This is an optimization exercise on Yosys and OpenROAD, whose aim is small area, a short achievable clock period and few clock cycles, not a production implementation. The RTL was checked by simulation tests, not by an equivalence proof against the original design. Power is estimated from default activity; no workload was simulated.

==> flow/design.v (excerpt) <==
module grid_cell_neighbor_enumerator #(
    parameter int MAX_DIM = 1024
) (
    input  logic                            i_clk,
    input  logic                            i_rst_n,
    input  logic                            req_valid,
    output logic                            req_ready,
    input  logic [gcne_pkg::INDEX_W-1:0]    req_cell_index,
    output logic                            res_valid,
    input  logic                            res_ready,
    output logic [gcne_pkg::COORD_OUT_W-1:0] res_cell_i,
    output logic [gcne_pkg::COORD_OUT_W-1:0] res_cell_j,
    output logic [gcne_pkg::COORD_OUT_W-1:0] res_cell_k,
    output logic                            res_valid_res,
    output logic                            res_last,
    input  logic                            psel,
    input  logic                            penable,
    input  logic                            pwrite,
    input  logic [gcne_pkg::APB_ADDR_W-1:0] paddr,
    input  logic [gcne_pkg::APB_DATA_W-1:0] pwdata,
    output logic [gcne_pkg::APB_DATA_W-1:0] prdata,
    output logic                            pready
);
Size: roughly 140 I/O pins, roughly 12000 um^2 of cells after synthesis.
==> flow/config.mk <==
export PLATFORM = sky130hd
export DESIGN_NAME = grid_cell_neighbor_enumerator
export DESIGN_NICKNAME = grid_cell_neighbor_enumerator
export VERILOG_FILES = /design/flow/design.v
export SDC_FILE = /design/flow/constraint.sdc
export NUM_CORES = 4
export LEC_CHECK = 0
export CAP_MARGIN = 20
export CORE_MARGIN = 2
export CORE_UTILIZATION = 50
export CTS_BUF_LIST = sky130_fd_sc_hd__clkbuf_4 sky130_fd_sc_hd__clkbuf_8
export SETUP_SLACK_MARGIN = 4.8
export SLEW_MARGIN = 20
==> flow/constraint.sdc <==
create_clock -name core_clock -period 8.0 [get_ports {i_clk}]
set_input_delay 1.6000 -clock core_clock [delete_from_list [all_inputs] [get_ports {i_clk}]]
set_output_delay 1.6000 -clock core_clock [all_outputs]
set_load 0.01 [all_outputs]
standard.sh (not shown) runs the stock make flow with config.mk's settings and CLKGATE_MAP_FILE= SYNTH_SCRIPT=/design/flow/synth_recipe.tcl, a recipe that flattens the netlist after the stock synthesis.
==> flow/flow/run.sh <==
#!/bin/bash
# The standard layout, with the port buffers inserted as the smallest buffer cell
# (resizing then sizes them up where timing needs it). Every input and output port
# still gets its own buffer.
set -euo pipefail
export BUFFER_PORTS_ARGS="-buffer_cell sky130_fd_sc_hd__buf_1"
bash standard.sh finish > standard_flow.log 2>&1
Testbench counts at the start, summed over its fixed seeds: cycles 126,644.
Edit:
Settings changed: CORE_UTILIZATION 50 to 55, SETUP_SLACK_MARGIN 4.8 to 4.5.
After rerunning: The changed run completed with no timing, DRC or antenna violations. Total power went down by 4.6%. Wire length drops by 3.4%. Count of clock-buffer cells in the layout goes up by 1. Cell area falls by 4.8%. Register-to-register slack loses 0.19 ns. Area after synthesis does not change. Sequential share of layout area increases by 1.5 points.
Edit:
Settings changed: ABC_AREA from default to 1, CORE_UTILIZATION 55 to 48, SETUP_SLACK_MARGIN 4.5 to 4.9.
=> Synthesized area came out lower slightly; worst setup slack gains 0.30 ns; count of clock-buffer cells in the layout decreases by 1; register-to-register slack gets better by 0.37 ns.

========
Another version of the RTL of grid_cell_neighbor_enumerator (not shown whole).
Size in the first run: roughly 160 flip-flops, ~140 I/O pins, ~0.012 mm² of cells after synthesis.
Settings: LEC_CHECK=0, CAP_MARGIN=20, CORE_MARGIN=2, CORE_UTILIZATION=40, SETUP_SLACK_MARGIN=4.5, SLEW_MARGIN=20; clock period 8.0 ns.
run.sh (not shown) runs the stock make flow with config.mk's settings and CLKGATE_MAP_FILE= SYNTH_SCRIPT=/design/flow/synth_recipe.tcl, a recipe that flattens the netlist after the stock synthesis.
Stock flow here: none of the scripts above is used.
The starting point finished clean.
Testbench counts at the start, summed over its fixed seeds: cycles 128,706.
Change:
- SETUP_SLACK_MARGIN: 4.5 -> 4.8
=>
- The changed run completed with no timing, DRC or antenna violations
- routed wire length went up by 3.0%
- power is higher by 3.1%
- global-route usage goes up by 0.41 points
- setup slack got worse by 120 ps
- worst hold slack gains 5.6 ps
- final area is higher by 3.9%
- die area stays the same

========
Another version of the RTL of grid_cell_neighbor_enumerator (not shown whole).
For scale: ~1300 cells after synthesis, about 160 flip-flops, about 11000 µm² of cells after synthesis.
clock: 8.0 ns
lec_check: 0
cap_margin: 20
core_margin: 2
core_utilization: 65
setup_slack_margin: 4.8
slew_margin: 20
Testbench counts at the start, summed over its fixed seeds: cycles 128,706.
Then changed:
==> flow/flow/run.sh (new file) <==
#!/bin/bash
# The standard layout, with the port buffers inserted as the smallest buffer cell
# (resizing then sizes them up where timing needs it). Every input and output port
# still gets its own buffer.
set -euo pipefail
export BUFFER_PORTS_ARGS="-buffer_cell sky130_fd_sc_hd__buf_1"
bash standard.sh finish > standard_flow.log 2>&1
==> flow/standard.sh (new file) <==
#!/bin/bash
# synth_recipe.tcl (not shown) runs the flow's synth.tcl, then flattens the netlist and writes it again
# the make line also repeats each setting of config.mk as NAME=value (left out here)
make -C /OpenROAD-flow-scripts/flow DESIGN_CONFIG=/design/flow/config.mk WORK_HOME=/design/flow/orfs CLKGATE_MAP_FILE= SYNTH_SCRIPT=/design/flow/synth_recipe.tcl "${@:-finish}"
CORE_UTILIZATION = 55   (was 65)
CTS_BUF_LIST = sky130_fd_sc_hd__clkbuf_4 sky130_fd_sc_hd__clkbuf_8   (was not set)
SETUP_SLACK_MARGIN = 4.7   (was 4.8)
removed: flow/run.sh
After rerunning: Final cell count rises by 1.0%; first-iteration DRC count falls by 43%; non-clock buffer count falls by 27; power falls by 14%; global-route usage falls by 5.8 points; cell area falls by 8.9%; via count falls by 4.7%.
Then changed:
==> flow/run.sh (new file) <==
#!/bin/bash
# synth_recipe.tcl (not shown) runs the flow's synth.tcl, then flattens the netlist and writes it again
# the make line also repeats each setting of config.mk as NAME=value (left out here)
make -C /OpenROAD-flow-scripts/flow DESIGN_CONFIG=/design/flow/config.mk WORK_HOME=/design/flow/orfs CLKGATE_MAP_FILE= SYNTH_SCRIPT=/design/flow/synth_recipe.tcl finish
CORE_UTILIZATION = 40   (was 55)
CTS_BUF_LIST = not set   (was sky130_fd_sc_hd__clkbuf_4 sky130_fd_sc_hd__clkbuf_8)
SETUP_SLACK_MARGIN = 4.5   (was 4.7)
removed: flow/flow/run.sh
removed: flow/standard.sh
Die area grows by 36%.
Final area grows by 6.8%.
Final cell count went up by 7.0%.
Clock power rose by 32%.
First-iteration DRC count goes up by 13%.
Count of clock-buffer cells in the layout falls by 2.
Worst setup slack loses 0.082 ns.
Wire length grows by 4.7%.

re-timing with driven ports:
The results above use ideal ports. As a check the final layouts listed here were re-extracted and re-timed, cells and wires unchanged.
Step 1 sets driving cells, clkbuf_16 on the clock port and buf_2 on the other inputs (assumed; they add their load-dependent delay and slew).
Step 2 adds t to the input delays and takes it off the output delays; t is the mean of the earliest and latest rising clock arrival at the registers after step 1. Input paths then give back, and output paths get back, about the clock's delay inside the block.
Three values: ideal ports, drivers, drivers and shift; two values: the first two.
run	t (ns)	setup slack, ns	slew at the worst register clock pin (ns)
the first run of note 1	0.512	4.826 / 4.785 / 4.407	0.10 / 0.10
the second run of note 1	0.496	4.631 / 4.587 / 4.308	0.10 / 0.10
the third run of note 1	0.518	4.936 / 4.889 / 4.516	0.11 / 0.11
the first run of note 2	0.476	4.246 / 4.246 / 4.246	0.07 / 0.07
the second run of note 2	0.485	4.122 / 4.122 / 4.122	0.07 / 0.07
the first run of note 3	0.475	4.812 / 4.786 / 4.419	0.07 / 0.07
the second run of note 3	0.502	4.793 / 4.779 / 4.387	0.10 / 0.10
the third run of note 3	0.474	4.711 / 4.705 / 4.290	0.07 / 0.07
After both steps every run listed still meets setup and hold. The setup slack of the third run of note 3, which loses most, moves by -0.006 ns with the drivers and by -0.421 ns with both steps.
